What follows belongs to an exercise in optimizing a design on an open flow for small area, a short achievable clock period and few clock cycles per item; a production flow would make more cautious choices.
RTL that was checked went through simulation tests only; none was proved equivalent to the original.
Power figures rest on the tool's default switching activity, not on a simulated workload.

## run 1
Design cpu16_core, start of the top module:
module cpu16_core #(
  parameter logic [11:0] RESET_PC = 12'h000
) (
  input  logic        CLOCK_50,
  input  logic        reset,
  input  logic [15:0] inst,
  output logic [11:0] pc,
  output logic        retire,
  output logic        halted,
  input  logic [3:0]  dbg_sel,
  output logic [15:0] dbg_data
);
  logic [15:0] regs [1:15];
  logic [15:1] vld;            
  logic [15:0] hi;
  logic [7:0]  plo;
  logic        running;       
  logic        mul2;          
  logic [11:0] dpc;           
  logic        ev, ewen, ebr, emul1, emul2, ehalt, eadd;
  logic [3:0]  eop, erd;
  logic [15:0] ea, eb;
  wire [3:0] op = inst[15:12];
  wire [3:0] aaddr = (op == 4'hB) ? inst[11:8] : inst[7:4];
  wire [3:0] baddr = halted ? dbg_sel : inst[3:0];
  logic [15:0] rfa, rfb, res, sum;
  logic        sub, lt;
  always_comb begin
    rfa = '0;
    rfb = '0;
    for (int i = 1; i < 16; i++) begin
      if (aaddr == 4'(i) && vld[i]) rfa = regs[i];
      if (baddr == 4'(i) && vld[i]) rfb = regs[i];
    end
  end
  assign dbg_data = rfb;
  wire e_taken = ebr && ea == 16'd0;
  wire [3:0] rc = inst[11:8];
  wire d_bz = op == 4'hB && rc != 4'd0;
  wire d_bz_fold = eadd && erd == rc;
  wire add_zero = ((ea ^ eb) ^ {ea[14:0] | eb[14:0], 1'b0}) == 16'd0;
  wire d_bz_taken = d_bz && d_bz_fold && add_zero;
  wire d_ok = running && !e_taken;
  wire d_mul1 = op == 4'h9 && !mul2;
  wire [15:0] a_v = (ewen && erd == aaddr) ? res : rfa;
  wire [15:0] b_r = (ewen && erd == inst[3:0]) ? res : rfb;
  logic [15:0] b_v;
  always_comb begin
    case (op)
      4'h6, 4'h7, 4'hB: b_v = {8'd0, inst[7:0]};
      4'h9:             b_v = mul2 ? {b_r[7:0], b_r[15:8]} : b_r;
      4'h8:             b_v = {12'd0, inst[3:0]};
      4'hD:             b_v = {{8{inst[7]}}, inst[7:0]};
      default:          b_v = b_r;
    endcase
  end
  wire d_wen = (op <= 4'hA || op == 4'hD) && inst[11:8] != 4'd0 && !d_mul1;
  always_comb begin
  ...
Size in the first run: ~2300 cells after synthesis, ~340 flip-flops, roughly 52 I/O pins.
clock: 10.0 ns
lec_check: 0
cap_margin: 20
core_margin: 2
core_utilization: 40
cts_cluster_diameter: 80
cts_cluster_size: 25
gpl_routability_driven: 0
setup_slack_margin: 3.9
slew_margin: 20
tns_end_percent: 0
standard.sh (not shown) runs the stock make flow with config.mk's settings and CLKGATE_MAP_FILE= SYNTH_SCRIPT=/design/flow/synth_recipe.tcl, a recipe that flattens the netlist after the stock synthesis.
==> flow/flow/run.sh <==
#!/bin/bash
# The standard layout (standard.sh, unchanged steps and settings), except that the port
# buffers are buf_2 cells instead of the delay buffers buffer_ports picks by default.
set -euo pipefail
export BUFFER_PORTS_ARGS="-buffer_cell sky130_fd_sc_hd__buf_2"
bash standard.sh > standard.log 2>&1
The flow did not stop early for run 1: all stages ran, and the layout cleared the timing, design-rule and antenna checks.
Testbench counts of run 1, summed over its fixed seeds: cycles 12,139, instrs 10,943.
### run 1 -> run 2
==> flow/run.sh (new file) <==
#!/bin/bash
# synth_recipe.tcl (not shown) runs the flow's synth.tcl, then flattens the netlist and writes it again
# the make line also repeats each setting of config.mk as NAME=value (left out here)
make -C /OpenROAD-flow-scripts/flow DESIGN_CONFIG=/design/flow/config.mk WORK_HOME=/design/flow/orfs CLKGATE_MAP_FILE= SYNTH_SCRIPT=/design/flow/synth_recipe.tcl finish
diff --git a/flow/config.mk b/flow/config.mk
--- a/flow/config.mk
+++ b/flow/config.mk
@@ -11,6 +11,4 @@
 export CTS_CLUSTER_DIAMETER = 80
 export CTS_CLUSTER_SIZE = 25
-export GPL_ROUTABILITY_DRIVEN = 0
 export SETUP_SLACK_MARGIN = 3.9
 export SLEW_MARGIN = 20
-export TNS_END_PERCENT = 0
removed: flow/flow/run.sh
removed: flow/standard.sh
[summary]
Against run 1 as the reference, run 2 delivers a lower fraction of power consumed by the clock network.
Diff run 2 and run 1: hold slack lower in run 1
Delta (run 2 minus run 1): global-route wire length before repair now sits higher; total buffers and inverters traversed by the critical path now sits higher; critical path depth now sits at about the same level; area of all sequential standard cells now sits at about the same level; area overhead of the layout relative to synthesis now sits higher.
Compare run 2 and run 1 | maximum frequency lower: run 1
Measured against each other, run 2 and run 1 differ in number of filler cells placed in the layout, the lower figure coming from run 2.
Run 1 → run 2: global-route usage saw an increase, clock latency reported for the late side of the worst-skew pair now larger.
Input-level comparison between run 3 and run 2:
==> flow/flow/run.sh (new file) <==
#!/bin/bash
# The standard layout (standard.sh, unchanged steps and settings), except that the port
# buffers are buf_2 cells instead of the delay buffers buffer_ports picks by default.
set -euo pipefail
export BUFFER_PORTS_ARGS="-buffer_cell sky130_fd_sc_hd__buf_2"
bash standard.sh > standard.log 2>&1
==> flow/standard.sh (new file) <==
#!/bin/bash
# synth_recipe.tcl (not shown) runs the flow's synth.tcl, then flattens the netlist and writes it again
# the make line also repeats each setting of config.mk as NAME=value (left out here)
make -C /OpenROAD-flow-scripts/flow DESIGN_CONFIG=/design/flow/config.mk WORK_HOME=/design/flow/orfs CLKGATE_MAP_FILE= SYNTH_SCRIPT=/design/flow/synth_recipe.tcl "${@:-finish}"
diff --git a/flow/config.mk b/flow/config.mk
--- a/flow/config.mk
+++ b/flow/config.mk
@@ -13,2 +13,3 @@
 export SETUP_SLACK_MARGIN = 3.9
 export SLEW_MARGIN = 20
+export TNS_END_PERCENT = 0
removed: flow/run.sh
## What came out
Re number of buffers and inverters on the critical path: run 2 was higher than run 3.
Run 2 -> run 3: post-route antenna net violation count delta 0, exact match
Switching portion of total power (run 3 over run 2): decrease, 1.4 points
Going from run 2 to run 3, proportion of layout cells with a drive suffix above 1 shrinks by 3.7 points.
Power density over cell area went up slightly going from run 2 to run 3.
Count of pins on the block boundary came out exactly the same in run 3 and run 2.
Looking at global-route wire length before repair, run 3 sits 8200 um lower than run 2 does.
The following lists how run 4 was set up differently from run 3:
==> flow/run.sh (new file) <==
#!/bin/bash
# synth_recipe.tcl (not shown) runs the flow's synth.tcl, then flattens the netlist and writes it again
# the make line also repeats each setting of config.mk as NAME=value (left out here)
make -C /OpenROAD-flow-scripts/flow DESIGN_CONFIG=/design/flow/config.mk WORK_HOME=/design/flow/orfs CLKGATE_MAP_FILE= SYNTH_SCRIPT=/design/flow/synth_recipe.tcl finish
removed: flow/flow/run.sh
removed: flow/standard.sh
Results
First-pass GRT wire length, run 3 and run 4, higher one = run 4.
Fraction of met1 tracks used by global routing: run 3 and run 4 compared, lower one is run 3
The lower final instance area came out of run 3.
Comparing the two runs side by side, run 4 comes out ahead of run 3 on remaining max-slew budget at the tightest pin.
Run 3 → run 4: clock latency on the worst-skew pair neither gained nor lost much; total global routing track utilization went up by 2.0 points; multi-input logic area shows an increase of 0.73%; worst slack at placement fell 0.80 ns; die area stayed essentially flat.
Inputs modified between run 4 and run 5:
==> flow/flow/run.sh (new file) <==
#!/bin/bash
# The standard layout (standard.sh, unchanged steps and settings), except that the port
# buffers are buf_2 cells instead of the delay buffers buffer_ports picks by default.
set -euo pipefail
export BUFFER_PORTS_ARGS="-buffer_cell sky130_fd_sc_hd__buf_2"
bash standard.sh > standard.log 2>&1
==> flow/standard.sh (new file) <==
#!/bin/bash
# synth_recipe.tcl (not shown) runs the flow's synth.tcl, then flattens the netlist and writes it again
# the make line also repeats each setting of config.mk as NAME=value (left out here)
make -C /OpenROAD-flow-scripts/flow DESIGN_CONFIG=/design/flow/config.mk WORK_HOME=/design/flow/orfs CLKGATE_MAP_FILE= SYNTH_SCRIPT=/design/flow/synth_recipe.tcl "${@:-finish}"
diff --git a/flow/config.mk b/flow/config.mk
--- a/flow/config.mk
+++ b/flow/config.mk
@@ -11,5 +11,5 @@
 export CTS_CLUSTER_DIAMETER = 80
 export CTS_CLUSTER_SIZE = 25
-export SETUP_SLACK_MARGIN = 3.9
+export SETUP_SLACK_MARGIN = 4.0
 export SLEW_MARGIN = 20
 export TNS_END_PERCENT = 0
removed: flow/run.sh
Results
- In the metrics for run 4 and run 5, the one carrying the higher combinational power is run 4.
- Compared to run 4, run 5 shows a wider setup margin.
- Run 5 vs. run 4: utilization has decreased, critical path depth has decreased, time the worst path needs with I/O delays and setup has decreased.

Another version of the RTL of cpu16_core (not shown whole).
Size in the first run: about 2400 cells after synthesis, roughly 52 I/O pins, roughly 23000 sq um of cells after synthesis.
clock: 10.0 ns
lec_check: 0
cap_margin: 20
core_margin: 2
core_utilization: 40
slew_margin: 20
run.sh (not shown) runs the stock make flow with config.mk's settings and CLKGATE_MAP_FILE= SYNTH_SCRIPT=/design/flow/synth_recipe.tcl, a recipe that flattens the netlist after the stock synthesis.
Stock flow here: none of the scripts above is used.
The first run ran to the end with no violations.
Edit:
- CORE_UTILIZATION: 40 -> 60
- CTS_BUF_LIST: not set -> sky130_fd_sc_hd__clkbuf_4
- SETUP_SLACK_MARGIN: not set -> 3.9
Clock skew climbs by 0.096 ns.
Hold slack improved by 0.029 ns.
Critical path depth rises by 2.
Register-to-register slack gains 0.62 ns.
Total power falls by 8.5%.
Maximum frequency rose by 27%.
Die area came out lower by 33%.
Cell count went down by 1.6%.
Sequential share of layout area came out lower by 1.1 points.
Combinational power rose by about 4%.
Edit:
- CORE_UTILIZATION: 60 -> 40
- CTS_BUF_LIST: sky130_fd_sc_hd__clkbuf_4 -> not set
Outcome:
- The changed run went through all stages and came out clean
- routed wire length rose by 4.6%
- power goes up by 11%
- synthesized cell count stays the same
- synthesized area stays the same
- setup slack gets better by 0.065 ns
- critical path depth came out higher by 1
- sequential power is about the same
- non-clock buffer count is higher by 10
- cell count grows by 5.1%
- clock skew fell by 0.090 ns
Function was not checked in any run of this note: the RTL went through the layout flow alone.

== run A ==
Another version of the RTL of cpu16_core (not shown whole).
For scale: ~2300 cells after synthesis, about 340 flip-flops, roughly 52 I/O pins, about 23000 um^2 of cells after synthesis.
export LEC_CHECK = 0
export CAP_MARGIN = 20
export CORE_MARGIN = 2
export CORE_UTILIZATION = 40
export CTS_CLUSTER_DIAMETER = 50
export CTS_CLUSTER_SIZE = 30
export SETUP_SLACK_MARGIN = 3.9
export SLEW_MARGIN = 20
create_clock -name core_clock -period 10.0 [get_ports {CLOCK_50}]
Run A finished every step from synthesis to the final layout, and the layout passed the timing, design-rule and antenna checks.
Testbench counts of run A, summed over its fixed seeds: cycles 12,426, instrs 10,943.
### run A -> run B
# run A
export LEC_CHECK = 0
export CAP_MARGIN = 20
export CORE_MARGIN = 2
export CORE_UTILIZATION = 40
export CTS_CLUSTER_DIAMETER = 50
export CTS_CLUSTER_SIZE = 30
export SETUP_SLACK_MARGIN = 3.9
export SLEW_MARGIN = 20
create_clock -name core_clock -period 10.0 [get_ports {CLOCK_50}]
# run B
export LEC_CHECK = 0
export CAP_MARGIN = 20
export CORE_MARGIN = 2
export CORE_UTILIZATION = 40
export CTS_CLUSTER_DIAMETER = 80
export CTS_CLUSTER_SIZE = 25
export SETUP_SLACK_MARGIN = 3.4
export SLEW_MARGIN = 20
create_clock -name core_clock -period 10.0 [get_ports {CLOCK_50}]
### Flow results
Summary of run B over run A: portion of total power attributed to combinational logic picked up an extra 1.1 points; final critical-path setup slack went down; wire length reported by the detailed router moved down; portion of total power attributed to the clock network went down 7.5 points; clock-buffer cell count fell by 34%.
Here is what was changed in the inputs of run C compared with run B.
# run B
export LEC_CHECK = 0
export CAP_MARGIN = 20
export CORE_MARGIN = 2
export CORE_UTILIZATION = 40
export CTS_CLUSTER_DIAMETER = 80
export CTS_CLUSTER_SIZE = 25
export SETUP_SLACK_MARGIN = 3.4
export SLEW_MARGIN = 20
create_clock -name core_clock -period 10.0 [get_ports {CLOCK_50}]
# run C
export LEC_CHECK = 0
export CAP_MARGIN = 20
export CORE_MARGIN = 2
export CORE_UTILIZATION = 40
export SETUP_SLACK_MARGIN = 3.9
export SLEW_MARGIN = 20
create_clock -name core_clock -period 10.0 [get_ports {CLOCK_50}]
--- outcome ---
Global routing usage summed across all routing layers was higher in run C than in run B. The lower transition time at the pin with the least slew margin came out of run C. The higher post-route fraction of the period consumed by the critical path of run B and run C is in run B. The first element of the critical path comes out inst[2] in one run and dbg_sel[0] in the other, namely in run B and run C respectively. Between run B and run C, initial antenna violation count decreased. Of the two candidates, run B has the worse fmax and run C the better one. Per the comparison of run C with run B, level count of the clock H-tree shows an increase of 1, worst setup slack shows an increase of 0.50 ns.
Inputs modified between run C and run D:
# run C
export LEC_CHECK = 0
export CAP_MARGIN = 20
export CORE_MARGIN = 2
export CORE_UTILIZATION = 40
export SETUP_SLACK_MARGIN = 3.9
export SLEW_MARGIN = 20
create_clock -name core_clock -period 10.0 [get_ports {CLOCK_50}]
# run D
export LEC_CHECK = 0
export CAP_MARGIN = 20
export CORE_MARGIN = 2
export CORE_UTILIZATION = 55
export CTS_CLUSTER_DIAMETER = 80
export CTS_CLUSTER_SIZE = 25
export SETUP_SLACK_MARGIN = 3.9
export SLEW_MARGIN = 20
create_clock -name core_clock -period 10.0 [get_ports {CLOCK_50}]
--- outcome ---
Sort run C and run D by arrival time reported for the critical path endpoint, ascending, and run C comes first. Looking at worst setup path endpoint, the dbg_data[4] result is from run C; the pc[0] one comes from run D. Leakage power figure delta (run C -> run D): insignificant. Against run C, run D reports a total combinational power that is higher. Relative to run C, portion of total power attributed to sequential cells has gone up in run D. Re power density over the cells: run C was higher than run D. Run D vs. run C: critical path depth went down by 1, aggregate routed wire length has decreased.

Setup of job 799:
Starting RTL as in the previous note.
make LEC_CHECK=0 CAP_MARGIN=20 CORE_MARGIN=2 CORE_UTILIZATION=40 CTS_CLUSTER_DIAMETER=80 CTS_CLUSTER_SIZE=25 SETUP_SLACK_MARGIN=4.3 SLEW_MARGIN=20 finish   # period 10.0 ns
Job 799 closes out successfully: all stages finished, all timing, DRC and antenna checks passed.
Testbench counts of job 799, summed over its fixed seeds: cycles 12,426, instrs 10,943.
Edits applied to the flow inputs when going from job 799 to job 8414:
- changing SETUP_SLACK_MARGIN from 4.3 to 3.9
==> notes.md <==
- Every stage of the flow completed for job 8414, and the final layout passed the timing, design-rule and antenna checks.
- Side by side, post-route clock period utilization turned out higher in job 8414 than in job 799.
- Diff job 799 -> job 8414 | largest driver fanout on the critical path | increase of 4
- Diff job 799 -> job 8414: signed area change from the synthesized netlist to the final layout fell by 7.4 points; met1 capacity usage during global routing stayed essentially flat; setup slack fell by 24 ps.
For job 8500, these inputs were changed with respect to job 8414:
==> flow/flow/run.sh (new file) <==
#!/bin/bash
# The standard layout (standard.sh, unchanged steps and settings), except that the port
# buffers are buf_2 cells instead of the delay buffers buffer_ports picks by default.
set -euo pipefail
export BUFFER_PORTS_ARGS="-buffer_cell sky130_fd_sc_hd__buf_2"
bash standard.sh > standard.log 2>&1
==> flow/standard.sh (new file) <==
#!/bin/bash
# synth_recipe.tcl (not shown) runs the flow's synth.tcl, then flattens the netlist and writes it again
# the make line also repeats each setting of config.mk as NAME=value (left out here)
make -C /OpenROAD-flow-scripts/flow DESIGN_CONFIG=/design/flow/config.mk WORK_HOME=/design/flow/orfs CLKGATE_MAP_FILE= SYNTH_SCRIPT=/design/flow/synth_recipe.tcl "${@:-finish}"
removed: flow/run.sh
--- outcome ---
Job 8500 ended with every stage complete and zero timing, DRC or antenna violations. | final period demand of the worst path | job 8500 vs job 8414 | 35 ps higher |. Relative to job 8414, the count of clock-buffer cells in the layout measured on job 8500 has increased by a few percent. Job 8500 drops fewer vias than job 8414. Non-clock buffer count (higher): job 8414. Looking at post-route worst setup slack across both flows, job 8500 is the weaker of the two, with job 8414 ahead. Growth of design area from synthesis to finish: job 8500 and job 8414 compared, lower one is job 8500.
Modified inputs, job 6156 compared to job 8500
==> flow/flow/run.sh <==
#!/bin/bash
# Standard layout, plus power recovery (downsizing of cells off the critical paths)
# after global routing.
set -euo pipefail
RECOVER_POWER=100 bash standard.sh > standard.log 2>&1
### Flow results
- In the tables for job 6156 and job 8500, amount of wire on met2 after detailed routing reads higher with job 6156.
- In job 6156 the implementation ran to completion but is not tape-out ready, as the final checks report max-capacitance violations, max-slew violations.
- Compared with job 8500, in job 6156 post-cts repair resize count picked up an extra about 200%, final standard cell area without fillers picked up an extra about 0.6%, count of TritonRoute iterations in the first routing pass lost 1.
- Per the comparison of job 6156 with job 8500, worst-case reg-to-reg path depth climbed 1; post-synthesis net count closely matched the old numbers; power attributed to combinational cells held steady.
- Job 6156 against job 8500; total length of routed wires is up by a few percent.
- Total area of multi-input combinational cells delta for job 6156 relative to job 8500: 100 µm² higher
- | minimum hold slack | higher: job 6156 |

re-timing with driven ports:
In the flow no input, the clock included, has a driving cell. The finished layouts below were timed again as built, in two steps. Step 1 assumes that a clkbuf_16 drives the clock port and a buf_2 every other input. Step 2 moves the port delays by t, midway between the first and last clock arrival at a register: inputs arrive t later, outputs are due t later. That takes back most of the time a late clock gives input paths. a / b / c = no drivers / after step 1 / after step 2; a / b = the first two.
run	shift t [ns]	setup WS [ns]	hold slack, ns	worst setup path at the end	pins driven straight from the clock port
run 1	0.649	3.772 / 3.732 / 3.732	0.441 / 0.441 / 0.441	input to output	1
run 2	0.663	3.810 / 3.756 / 3.756	0.465 / 0.465 / 0.465	input to output	1
run 3	0.635	3.812 / 3.789 / 3.789	0.446 / 0.446 / 0.446	input to output	1
run 4	0.657	3.701 / 3.679 / 3.679	0.463 / 0.463 / 0.463	input to output	1
run 5	0.651	3.880 / 3.840 / 3.840	0.449 / 0.449 / 0.449	input to output	1
the first run of note 2	0.639	1.955 / 1.933 / 1.933	0.438 / 0.438 / 0.438	input to output	1
the second run of note 2	0.888	3.677 / 3.624 / 3.624	0.467 / 0.467 / 0.467	input to output	1
the third run of note 2	0.651	3.742 / 3.681 / 3.681	0.467 / 0.467 / 0.467	input to output	1
run A	0.637	3.925 / 3.861 / 3.861	0.461 / 0.461 / 0.461	input to output	1
run B	0.623	3.396 / 3.374 / 3.374	0.464 / 0.464 / 0.464	input to output	1
run C	0.635	3.893 / 3.848 / 3.468	0.460 / 0.460 / 0.460	input to register	1
run D	0.621	3.784 / 3.736 / 3.348	0.448 / 0.448 / 0.448	input to register	1
job 799	0.631	3.927 / 3.828 / 3.828	0.471 / 0.471 / 0.471	input to output	1
job 8414	0.625	3.903 / 3.877 / 3.609	0.464 / 0.464 / 0.464	input to register	1
job 8500	0.639	3.868 / 3.827 / 3.786	0.460 / 0.460 / 0.460	input to register	1
job 6156	0.623	1.813 / 1.783 / 1.783	0.473 / 0.473 / 0.473	input to output	1
The setup slack of run D, which loses most, moves by -0.048 ns with the drivers and by -0.436 ns with both steps.
